This design comes from an exercise in tuning for small area, a short achievable clock period and few clock cycles per item on the open sky130 flow, not from production work. Where RTL was checked, it was by simulation tests only, not by an equivalence proof against the original.

==> v21: inputs <==
Design pci_target_top, start of the top module:
module pci_target_top
(
	input  wire logic        clk,
	input  wire logic        rst,
	input  wire logic        frame,
	input  wire logic        irdy,
	input  wire logic [31:0] ad_in,
	input  wire logic [3:0]  cbe_in,
	output logic             devsel,
	output logic             trdy,
	output logic             stop,
	output logic      [31:0] ad_out,
	output logic             ad_oe
);
==> flow/config.mk <==
export PLATFORM = sky130hd
export DESIGN_NAME = pci_target_top
export DESIGN_NICKNAME = pci_target_top
export VERILOG_FILES = /design/flow/design.v
export SDC_FILE = /design/flow/constraint.sdc
export NUM_CORES = 4
export LEC_CHECK = 0
export CAP_MARGIN = 20
export CORE_MARGIN = 2
export CORE_UTILIZATION = 45
export CTS_CLUSTER_DIAMETER = 80
export CTS_CLUSTER_SIZE = 30
export SETUP_SLACK_MARGIN = 2.6
export SLEW_MARGIN = 20
==> flow/constraint.sdc <==
create_clock -name core_clock -period 5.0 [get_ports {clk}]
set_input_delay 1.0000 -clock core_clock [delete_from_list [all_inputs] [get_ports {clk}]]
set_output_delay 1.0000 -clock core_clock [all_outputs]
set_load 0.01 [all_outputs]
run.sh (not shown) runs the stock make flow with config.mk's settings and CLKGATE_MAP_FILE= SYNTH_SCRIPT=/design/flow/synth_recipe.tcl, a recipe that flattens the netlist after the stock synthesis.
==> inputs of v30, as changes to v21 <==
--- a/flow/design.v
+++ b/flow/design.v
@@ -16,25 +16,26 @@
 	input  wire logic [3:0]  e_lane,    
 	input  wire logic [4:0]  o_addr,    
 	input  wire logic [3:0]  o_lane,
 	input  wire logic [31:0] c_data,    
 	input  wire logic        c_odd,     
-	input  wire logic [7:0]  r_hi,      
-	input  wire logic [7:0]  r_lo,      
+	input  wire logic [63:0] r_sel,     
 	output logic      [31:0] rdata
 );
 	logic        ph;                   
 	logic [63:0][31:0] raw;            
 	logic [31:0] c_col;                
 	logic [31:0] p_col;                
 	logic [31:0] e_col;                
 	logic [31:0] o_col;
 	always_ff @(posedge clk)
 		ph <= !ph;
-	assign c_col = c_data ^ {32{ph}};
-	always_ff @(posedge clk)
+	always_ff @(posedge clk)
+	begin
+		c_col <= c_data ^ {32{!ph}};
 		p_col <= ~c_col;
+	end
 	assign e_col = c_odd ? p_col : c_col;
 	assign o_col = c_odd ? c_col : p_col;
 	for (genvar w = 0; w < 64; w++)
 	begin : g_word
 		logic [3:0]  sel;
@@ -46,16 +47,13 @@
 		begin : g_lane
 			always_ff @(posedge clk)
 				raw[w][b*8 +: 8] <= ~(({8{sel[b]}} & col[b*8 +: 8]) | raw[w][b*8 +: 8]);
 		end
 	end
-	logic [63:0] r_sel;
 	logic [31:0] r_or;
 	always_comb
 	begin
-		for (int w = 0; w < 64; w++)
-			r_sel[w] = r_hi[w / 8] && r_lo[w % 8];
 		r_or  = '0;
 		for (int w = 0; w < 64; w++)
 			r_or = r_or | (raw[w] & {32{r_sel[w]}});
 	end
 	assign rdata = r_or ^ {32{ph}};
@@ -85,22 +83,23 @@
 	logic       rl;         
 	logic       lin;        
 	logic [1:0] kc;         
 	logic [5:0] ptr;        
 	logic [5:0] ptr_nxt;
-	logic [7:0] rs_hi;      
-	logic [7:0] rs_lo;      
-	logic [7:0] rc_hi;      
-	logic [7:0] rc_lo;
-	logic       hold;       
+	logic [5:0] ptr_d;      
+	logic [4:0] ea;         
+	logic [4:0] oa;         
+	logic [63:0] rsel;      
 	logic       claim;
 	logic       xfer;       
 	logic       we;         
 	logic       last_ld;    
-	logic       p_we;
-	logic [5:0] p_ptr;
-	logic [3:0] p_be;
+	logic        w1_we;
+	logic [5:0]  w1_ptr;
+	logic [3:0]  w1_be;
+	logic        p_we;
+	logic [3:0]  p_be;
 	logic [31:0] rdata;
 	assign claim = (ad_in[31:8] == 24'h00_0010) && !ad_in[0] &&
 	               ((cbe_in == pci_target_pkg::CMD_MEM_READ)      ||
 	                (cbe_in == pci_target_pkg::CMD_MEM_WRITE)     ||
 	                (cbe_in == pci_target_pkg::CMD_MEM_READ_MULT) ||
@@ -116,30 +115,25 @@
 			wr  <= cbe_in == pci_target_pkg::CMD_MEM_WRITE;
 			rd  <= cbe_in == pci_target_pkg::CMD_MEM_READ;
 			rl  <= cbe_in == pci_target_pkg::CMD_MEM_READ_LINE;
 			lin <= !ad_in[1];
 			kc  <= 2'd0;
-			ptr <= ad_in[7:2];
-			rs_hi <= 8'd1 << ad_in[7:5];
-			rs_lo <= 8'd1 << ad_in[4:2];
+			rsel <= 64'd1 << ad_in[7:2];
 		end
 		else if (turn || xfer)
 		begin
-			rc_hi <= rs_hi;
-			rc_lo <= rs_lo;
 			kc  <= kc + 2'd1;
-			ptr <= ptr_nxt;
 			if (lin)
-			begin
-				rs_lo <= {rs_lo[6:0], rs_lo[7]};
-				if (rs_lo[7])
-					rs_hi <= {rs_hi[6:0], rs_hi[7]};
-			end
+				rsel <= {rsel[62:0], rsel[63]};
 			else                                            
-				rs_lo <= {rs_lo[6:4], rs_lo[7], rs_lo[2:0], rs_lo[3]};
-		end
-	end
+				for (int g = 0; g < 16; g++)
+					rsel[g*4 +: 4] <= {rsel[g*4 +: 3], rsel[g*4 + 3]};
+		end
+	end
+	assign ptr_d = idle ? ad_in[7:2] : (turn || xfer) ? ptr_nxt : ptr;
+	always_ff @(posedge clk)
+		ptr <= ptr_d;
 	always_ff @(posedge clk)
 	begin
 		if (!rst)
 		begin
 			idle   <= 1'b1;
@@ -211,29 +205,34 @@
 			idle   <= 1'b1;
 			devsel <= 1'b1;
 			stop   <= 1'b1;
 		end
 	end
-	assign hold = !trdy && irdy;
-	always_ff @(posedge clk)
-		ad_out <= rdata;
-	always_ff @(posedge clk)
-	begin
-		p_we   <= we;
-		p_ptr  <= ptr;
-		p_be   <= ~cbe_in;
+	always_ff @(posedge clk)
+	begin
+		if (trdy || !irdy)
+			ad_out <= rdata;
+	end
+	always_ff @(posedge clk)
+	begin
+		w1_we   <= we;
+		w1_ptr  <= ptr;
+		w1_be   <= ~cbe_in;
+		p_we    <= w1_we;
+		p_be    <= w1_be;
+		ea      <= ptr[0] ? w1_ptr[5:1] : ptr[5:1];
+		oa      <= ptr[0] ? ptr[5:1] : w1_ptr[5:1];
 	end
 	target_ram u_ram
 	(
 		.clk    (clk),
-		.e_addr (ptr[0] ? p_ptr[5:1] : ptr[5:1]),
-		.e_lane (ptr[0] ? (p_we ? p_be : 4'd0) : (we ? ~cbe_in : 4'd0)),
-		.o_addr (ptr[0] ? ptr[5:1] : p_ptr[5:1]),
-		.o_lane (ptr[0] ? (we ? ~cbe_in : 4'd0) : (p_we ? p_be : 4'd0)),
+		.e_addr (ea),
+		.e_lane (w1_ptr[0] ? (p_we ? p_be : 4'd0) : (w1_we ? w1_be : 4'd0)),
+		.o_addr (oa),
+		.o_lane (w1_ptr[0] ? (w1_we ? w1_be : 4'd0) : (p_we ? p_be : 4'd0)),
 		.c_data (ad_in),
-		.c_odd  (ptr[0]),
-		.r_hi   (hold ? rc_hi : rs_hi),
-		.r_lo   (hold ? rc_lo : rs_lo),
+		.c_odd  (w1_ptr[0]),
+		.r_sel  (rsel),
 		.rdata  (rdata)
 	);
 endmodule
 `default_nettype wire
--- a/flow/config.mk
+++ b/flow/config.mk
@@ -7,8 +7,8 @@
 export LEC_CHECK = 0
 export CAP_MARGIN = 20
 export CORE_MARGIN = 2
 export CORE_UTILIZATION = 45
 export CTS_CLUSTER_DIAMETER = 80
-export CTS_CLUSTER_SIZE = 30
-export SETUP_SLACK_MARGIN = 2.6
+export CTS_CLUSTER_SIZE = 20
+export SETUP_SLACK_MARGIN = 2.7
 export SLEW_MARGIN = 20
==> inputs of v31, as changes to v21 <==
--- a/flow/design.v
+++ b/flow/design.v
@@ -12,31 +12,26 @@
 module target_ram
 (
 	input  wire logic        clk,
 	input  wire logic [4:0]  e_addr,    
 	input  wire logic [3:0]  e_lane,    
+	input  wire logic [31:0] e_data,
 	input  wire logic [4:0]  o_addr,    
 	input  wire logic [3:0]  o_lane,
-	input  wire logic [31:0] c_data,    
-	input  wire logic        c_odd,     
+	input  wire logic [31:0] o_data,
 	input  wire logic [7:0]  r_hi,      
 	input  wire logic [7:0]  r_lo,      
 	output logic      [31:0] rdata
 );
 	logic        ph;                   
 	logic [63:0][31:0] raw;            
-	logic [31:0] c_col;                
-	logic [31:0] p_col;                
 	logic [31:0] e_col;                
 	logic [31:0] o_col;
 	always_ff @(posedge clk)
 		ph <= !ph;
-	assign c_col = c_data ^ {32{ph}};
-	always_ff @(posedge clk)
-		p_col <= ~c_col;
-	assign e_col = c_odd ? p_col : c_col;
-	assign o_col = c_odd ? c_col : p_col;
+	assign e_col = e_data ^ {32{ph}};
+	assign o_col = o_data ^ {32{ph}};
 	for (genvar w = 0; w < 64; w++)
 	begin : g_word
 		logic [3:0]  sel;
 		logic [31:0] col;
 		assign sel = (w % 2 == 0) ? ((e_addr == 5'(w / 2)) ? e_lane : 4'd0)
@@ -97,10 +92,11 @@
 	logic       we;         
 	logic       last_ld;    
 	logic       p_we;
 	logic [5:0] p_ptr;
 	logic [3:0] p_be;
+	logic [31:0] p_data;
 	logic [31:0] rdata;
 	assign claim = (ad_in[31:8] == 24'h00_0010) && !ad_in[0] &&
 	               ((cbe_in == pci_target_pkg::CMD_MEM_READ)      ||
 	                (cbe_in == pci_target_pkg::CMD_MEM_WRITE)     ||
 	                (cbe_in == pci_target_pkg::CMD_MEM_READ_MULT) ||
@@ -219,20 +215,21 @@
 	always_ff @(posedge clk)
 	begin
 		p_we   <= we;
 		p_ptr  <= ptr;
 		p_be   <= ~cbe_in;
+		p_data <= ad_in;
 	end
 	target_ram u_ram
 	(
 		.clk    (clk),
 		.e_addr (ptr[0] ? p_ptr[5:1] : ptr[5:1]),
 		.e_lane (ptr[0] ? (p_we ? p_be : 4'd0) : (we ? ~cbe_in : 4'd0)),
+		.e_data (ptr[0] ? p_data : ad_in),
 		.o_addr (ptr[0] ? ptr[5:1] : p_ptr[5:1]),
 		.o_lane (ptr[0] ? (we ? ~cbe_in : 4'd0) : (p_we ? p_be : 4'd0)),
-		.c_data (ad_in),
-		.c_odd  (ptr[0]),
+		.o_data (ptr[0] ? ad_in : p_data),
 		.r_hi   (hold ? rc_hi : rs_hi),
 		.r_lo   (hold ? rc_lo : rs_lo),
 		.rdata  (rdata)
 	);
 endmodule
--- a/flow/config.mk
+++ b/flow/config.mk
@@ -8,7 +8,7 @@
 export CAP_MARGIN = 20
 export CORE_MARGIN = 2
 export CORE_UTILIZATION = 45
 export CTS_CLUSTER_DIAMETER = 80
 export CTS_CLUSTER_SIZE = 30
-export SETUP_SLACK_MARGIN = 2.6
+export SETUP_SLACK_MARGIN = 2.5
 export SLEW_MARGIN = 20
==> impl_metrics.json <==
{
  "synthTopCellsByArea": "dfxtp_1 60%, a21oi_1 14%, a22o_1 6.3%",
  "final_nets": 7388,
  "avgSynthCellArea_um2": 10.6,
  "synthAdderAreaFrac_pct": 0.0699,
  "post_dp_cell_area_um2": 79600,
  "crit_path_end": "ad_out[27]",
  "ys_seq_area_share_pct": 61.4,
  "most-common-layout-cells": "2109 x dfxtp_1, 2052 x a21oi_1, 570 x buf_4",
  "tightest_slew_ps": 1130,
  "status": "finished clean",
  "finClkSkew_ps": 43.1,
  "dp_hpwl_um": 231000,
  "grt_max_degree": 49,
  "post_cts_buffers": 220
}
(the above is from v31)
==> impl_metrics.json <==
{
  "avgSynthCellArea_um2": 10.5,
  "most-common-layout-cells": "2100 x dfxtp_1, 2054 x a21oi_1, 634 x buf_4",
  "tightest_slew_ps": 1260,
  "post_dp_cell_area_um2": 79900,
  "finClkSkew_ps": 30.2,
  "crit_path_end": "ad_out[17]",
  "status": "finished clean",
  "final_nets": 7610,
  "post_cts_buffers": 343,
  "grt_max_degree": 46,
  "synthAdderAreaFrac_pct": 0.0703
}
(the above is from v21)
==> impl_metrics.json <==
{
  "status": "finished clean",
  "grt_max_degree": 49,
  "final_nets": 7189,
  "tightest_slew_ps": 1220,
  "avgSynthCellArea_um2": 10.9,
  "post_cts_buffers": 185,
  "most-common-layout-cells": "2137 x dfxtp_1, 2052 x a21oi_1, 511 x a22o_1",
  "synthTopCellsByArea": "dfxtp_1 58%, a21oi_1 14%, a22o_1 6.0%"
}
(the above is from v30)
Testbench counts of v21, summed over its fixed seeds: cycles 35,152, words 23,255.
Testbench counts of v30, summed over its fixed seeds: cycles 35,152, words 23,255.
No functional check of the RTL was part of v31.

==> re-timing with driven ports <==
No port has a modelled driver above. Below, the same layouts with a new extraction and two added sets of constraints.
Step 1 sets driving cells, clkbuf_16 on the clock port and buf_2 on the other inputs (assumed; they add their load-dependent delay and slew).
Step 2 also shifts input and output timing later by t, the mid clock arrival at the registers, as if the neighbouring blocks saw the same clock.
Three values: ideal, step 1, step 2; two values: the first two.
| run | shift t [ns] | setup WS [ns] | clock arrival spread, ns |
|---|---|---|---|
| v21 | 0.870 | 1.728 / 1.728 / 0.946 | 0.039 / 0.038 |
| v30 | 0.928 | 2.348 / 2.256 / 1.895 | 0.039 / 0.040 |
| v31 | 0.871 | 2.080 / 2.080 / 1.304 | 0.046 / 0.047 |
After both steps every run listed still meets setup and hold. The setup slack of v21, which loses most, moves by 0.000 ns with the drivers and by -0.782 ns with both steps.
